This design comes from an exercise in tuning for small area, a short achievable clock period and few clock cycles per item on the open sky130 flow, not from production work. Function was checked by simulation only, so behaviour that the tests miss may differ from the original. No activity file was given, so power comes from the tool's default toggle rates.

## 06-03
==> module sfu_stream, before the edit <==
module sfu_stream #(
  parameter int LANES      = 16,
  parameter int IN_W       = 8,
  parameter int DATA_W     = 16,
  parameter int FRAC_SHIFT = 4,
  parameter int CNT_W      = 16
) (
  input  logic                    clk,
  input  logic                    rst_n,
  input  logic                    in_valid,
  output logic                    in_ready,
  input  logic [LANES*IN_W-1:0]   in_q,
  input  logic [LANES-1:0]        in_obm,
  input  logic [LANES*DATA_W-1:0] in_odelta,
  input  logic [LANES-1:0]        in_sign,
  input  logic [LANES*DATA_W-1:0] in_xprev,
  input  logic                    in_last,
  input  logic                    cfg_relu_en,
  output logic                    out_valid,
  input  logic                    out_ready,
  output logic [LANES*DATA_W-1:0] out_x,
  output logic [LANES*DATA_W-1:0] out_relu,
  output logic [LANES-1:0]        out_ovf,
  output logic [LANES-1:0]        out_sat,
  output logic                    out_last,
  output logic                    tile_done,
  input  logic                    stat_clr,
  output logic [CNT_W-1:0]        stat_outliers,
  output logic [CNT_W-1:0]        stat_err,
  output logic [CNT_W-1:0]        stat_sat
);
  localparam int XW = LANES * DATA_W;
  localparam int HW = LANES / 2;                  
  localparam int HC = $clog2(HW + 1);             
  localparam logic [IN_W-1:0] SENTINEL = {1'b1, {(IN_W-1){1'b0}}};
  logic             inFire, outFire;
  logic             valid_q, seen_q, fresh_q, counted_q, last_q, tileDone_q;
  logic [XW-1:0]    sum_q, relu_q;
  logic [LANES-1:0] ovf_q, sat_q, obm_q, errBits;
  logic [HC-1:0]    outlLo_q, outlHi_q, errLo_q, errHi_q, satLo_q, satHi_q;
  logic [CNT_W-1:0] statOutliers_q, statErr_q, statSat_q;
  logic [XW-1:0]    sum_d, relu_d, x_o;
  logic [LANES-1:0] ovf_d, sat_d;
  function automatic logic [3:0] popcount8(input logic [7:0] v);
    logic [1:0] a0, a1, a2, a3;
    logic [2:0] b0, b1;
    a0 = 2'(v[0]) + 2'(v[1]);
    a1 = 2'(v[2]) + 2'(v[3]);
    a2 = 2'(v[4]) + 2'(v[5]);
    a3 = 2'(v[6]) + 2'(v[7]);
    b0 = 3'(a0) + 3'(a1);
    b1 = 3'(a2) + 3'(a3);
    popcount8 = 4'(b0) + 4'(b1);
  endfunction
  function automatic logic [CNT_W-1:0] satAdd(input logic [CNT_W-1:0] a, input logic [HC-1:0] b,
                                              input logic [HC-1:0] c);
    logic [CNT_W:0] s;
    s = {1'b0, a} + (CNT_W+1)'(b) + (CNT_W+1)'(c);
    satAdd = s[CNT_W] ? '1 : s[CNT_W-1:0];
  endfunction
  function automatic logic [DATA_W:0] addPrefix(input logic [DATA_W-1:0] a, input logic [DATA_W-1:0] b);
    logic [DATA_W-1:0] g, p, t, ng, np;
    logic [DATA_W:0]   s;
    int j;
    g = a & b;
    p = a ^ b;
    t = p;
    for (int l = 0; l < $clog2(DATA_W); l++) begin
      ng = g;
      np = p;
      for (int i = 0; i < DATA_W; i++)
        if ((i >> l) & 1) begin
          j = ((i >> l) << l) - 1;
          ng[i] = g[i] | (p[i] & g[j]);
          np[i] = p[i] & p[j];
        end
      g = ng;
      p = np;
    end
    s[0] = t[0];
    for (int i = 1; i < DATA_W; i++) s[i] = t[i] ^ g[i-1];
    s[DATA_W] = a[DATA_W-1] ^ b[DATA_W-1] ^ g[DATA_W-1];
    addPrefix = s;
  endfunction
  assign outFire  = valid_q & out_ready & (seen_q | in_valid);
  assign in_ready = ~valid_q | out_ready;
  assign inFire   = in_valid & in_ready;
  always_comb begin
    logic [IN_W-1:0]   q;
    logic [DATA_W-1:0] xp, d, r;
    logic [DATA_W:0]   wide;
    logic              pass, qs;
    sum_d  = '0;
    relu_d = '0;
    ovf_d  = '0;
    sat_d  = '0;
    for (int i = 0; i < LANES; i++) begin
      q    = in_q[i*IN_W +: IN_W];
      xp   = in_xprev[i*DATA_W +: DATA_W];
      ovf_d[i] = (q == SENTINEL);
      qs   = q[IN_W-1] & (|q[IN_W-2:0]);
      d    = in_obm[i] ? in_odelta[i*DATA_W +: DATA_W]
                       : {{(DATA_W-IN_W-FRAC_SHIFT+1){qs}}, q[IN_W-2:0], {FRAC_SHIFT{1'b0}}};
      pass = ~cfg_relu_en | in_sign[i];
      r    = pass ? d : '0;
      wide = addPrefix(xp, r);
      sat_d[i] = wide[DATA_W] ^ wide[DATA_W-1];
      relu_d[i*DATA_W +: DATA_W] = r;
      sum_d[i*DATA_W +: DATA_W]  = wide[DATA_W-1:0];
    end
  end
  always_comb begin
    logic [DATA_W-1:0] s;
    for (int i = 0; i < LANES; i++) begin
      s = sum_q[i*DATA_W +: DATA_W];
      x_o[i*DATA_W +: DATA_W] = sat_q[i] ? {~s[DATA_W-1], {(DATA_W-1){s[DATA_W-1]}}} : s;
    end
  end
  always_ff @(posedge clk) begin
    if (inFire) begin
      sum_q     <= sum_d;
      relu_q    <= relu_d;
      ovf_q     <= ovf_d;
      sat_q     <= sat_d;
      last_q    <= in_last;
      obm_q     <= in_obm;
    end
  end
  assign errBits = ovf_q & ~obm_q;
  always_ff @(posedge clk) begin
    outlLo_q <= popcount8(obm_q[HW-1:0]);
    outlHi_q <= popcount8(obm_q[LANES-1:HW]);
    errLo_q  <= popcount8(errBits[HW-1:0]);
    errHi_q  <= popcount8(errBits[LANES-1:HW]);
    satLo_q  <= popcount8(sat_q[HW-1:0]);
    satHi_q  <= popcount8(sat_q[LANES-1:HW]);
  end
  always_ff @(posedge clk or negedge rst_n) begin
    if (!rst_n) begin
      valid_q    <= 1'b0;
      seen_q     <= 1'b0;
      fresh_q    <= 1'b0;
      counted_q  <= 1'b0;
      tileDone_q <= 1'b0;
    end else begin
      valid_q    <= inFire | (valid_q & ~outFire);
      seen_q     <= valid_q & ~outFire;
      fresh_q    <= inFire;
      counted_q  <= fresh_q;
      tileDone_q <= outFire & last_q;
    end
  end
  always_ff @(posedge clk or negedge rst_n) begin
    if (!rst_n) begin
      statOutliers_q <= '0;
      statErr_q      <= '0;
      statSat_q      <= '0;
    end else if (stat_clr) begin
      statOutliers_q <= '0;
      statErr_q      <= '0;
      statSat_q      <= '0;
    end else if (counted_q) begin
      statOutliers_q <= satAdd(statOutliers_q, outlLo_q, outlHi_q);
      statErr_q      <= satAdd(statErr_q, errLo_q, errHi_q);
      statSat_q      <= satAdd(statSat_q, satLo_q, satHi_q);
    end
  end
  assign out_valid     = valid_q & (seen_q | in_valid);
  assign out_x         = x_o;
  assign out_relu      = relu_q;
  assign out_ovf       = ovf_q;
  assign out_sat       = sat_q;
  assign out_last      = last_q;
  assign tile_done     = tileDone_q;
  assign stat_outliers = statOutliers_q;
  assign stat_err      = statErr_q;
  assign stat_sat      = statSat_q;
endmodule
Settings: LEC_CHECK=0, CAP_MARGIN=20, CORE_AREA=5 5 365 365, DIE_AREA=0 0 370 370, SETUP_SLACK_MARGIN=4.3, SLEW_MARGIN=20; clock period 8.0 ns.
standard.sh (not shown) runs the stock make flow with config.mk's settings and CLKGATE_MAP_FILE= SYNTH_SCRIPT=/design/flow/synth_recipe.tcl, a recipe that flattens the netlist after the stock synthesis.
==> flow/flow/run.sh <==
#!/bin/bash
# The standard layout, with each port buffered by a minimum-size buffer (buf_1) instead of the
# delay buffer buffer_ports picks by default; timing repair still resizes any that need it.
set -euo pipefail
export BUFFER_PORTS_ARGS="-buffer_cell sky130_fd_sc_hd__buf_1"
bash standard.sh > standard.log 2>&1
06-03 completed end to end with timing, DRC and antenna clean.
Testbench counts of 06-03, summed over its fixed seeds: cycles 9,632, items 9,600.
[inputs] 08-23 vs 06-03
--- a/flow/design.v
+++ b/flow/design.v
@@ -87,22 +87,22 @@
   assign inFire   = in_valid & in_ready;
   always_comb begin
     logic [IN_W-1:0]   q;
     logic [DATA_W-1:0] xp, d, r;
     logic [DATA_W:0]   wide;
-    logic              pass, qs;
+    logic              pass;
     sum_d  = '0;
     relu_d = '0;
     ovf_d  = '0;
     sat_d  = '0;
     for (int i = 0; i < LANES; i++) begin
       q    = in_q[i*IN_W +: IN_W];
       xp   = in_xprev[i*DATA_W +: DATA_W];
       ovf_d[i] = (q == SENTINEL);
-      qs   = q[IN_W-1] & (|q[IN_W-2:0]);
-      d    = in_obm[i] ? in_odelta[i*DATA_W +: DATA_W]
-                       : {{(DATA_W-IN_W-FRAC_SHIFT+1){qs}}, q[IN_W-2:0], {FRAC_SHIFT{1'b0}}};
+      if (in_obm[i])     d = in_odelta[i*DATA_W +: DATA_W];
+      else if (ovf_d[i]) d = '0;
+      else               d = DATA_W'($signed(q)) << FRAC_SHIFT;
       pass = ~cfg_relu_en | in_sign[i];
       r    = pass ? d : '0;
       wide = addPrefix(xp, r);
       sat_d[i] = wide[DATA_W] ^ wide[DATA_W-1];
       relu_d[i*DATA_W +: DATA_W] = r;
[summary]
Between 06-03 and 08-23, the flow reports gate count of the mapped netlist decreasing slightly. 08-23 ran to completion and came out clean on the timing, DRC and antenna checks. Number of buffers created by CTS in 08-23 is about 4% above 06-03. 08-23 vs 06-03 on first-iteration DRC count: 08-23 is the higher one. 08-23 — buffering stage count on the worst path with inverters included 1 higher, 06-03 as reference. On cell area reported after detailed placement, 08-23 and 06-03 are neck and neck. [compare] base=06-03 new=08-23: vias per cell stayed essentially flat, headroom to the max-slew limit moved down. Of 08-23 and 06-03, the run reporting the higher met1 layer wirelength in the final routing was 06-03. 08-23 against 06-03: critical path depth went up; post-layout worst setup margin fell by 0.025 ns. Compared 08-23 vs 06-03, and part of the total power dissipated in combinational logic is down in 08-23. Of 08-23 and 06-03, the lower fmax belongs to 08-23. Between 08-23 and 06-03, routed wire length is lower for 08-23, 06-03 comes in above that.
Testbench counts of 08-23, summed over its fixed seeds: cycles 9,632, items 9,600.

what the ideal ports hide:
The flow's constraints put no driver on any port. The routed layouts listed below were extracted and timed again, unchanged, in two steps. Step 1, drivers: a clkbuf_16 drives clk and a buf_2 each remaining input, both assumed. Step 2 moves the port delays by t, midway between the first and last clock arrival at a register: inputs arrive t later, outputs are due t later. That takes back most of the time a late clock gives input paths. Three values: no drivers, after step 1, after step 2; two values: the first two.
run | t (ns) | slack for setup (ns) | pins driven straight from the clock port
06-03 | 0.730 | 4.168 / 3.985 / 3.255 | 1
08-23 | 0.734 | 4.143 / 4.142 / 3.408 | 1
After both steps every run listed still meets setup and hold. For 06-03, which loses most, drivers alone change the setup slack by -0.183 ns; drivers and shift together by -0.913 ns.
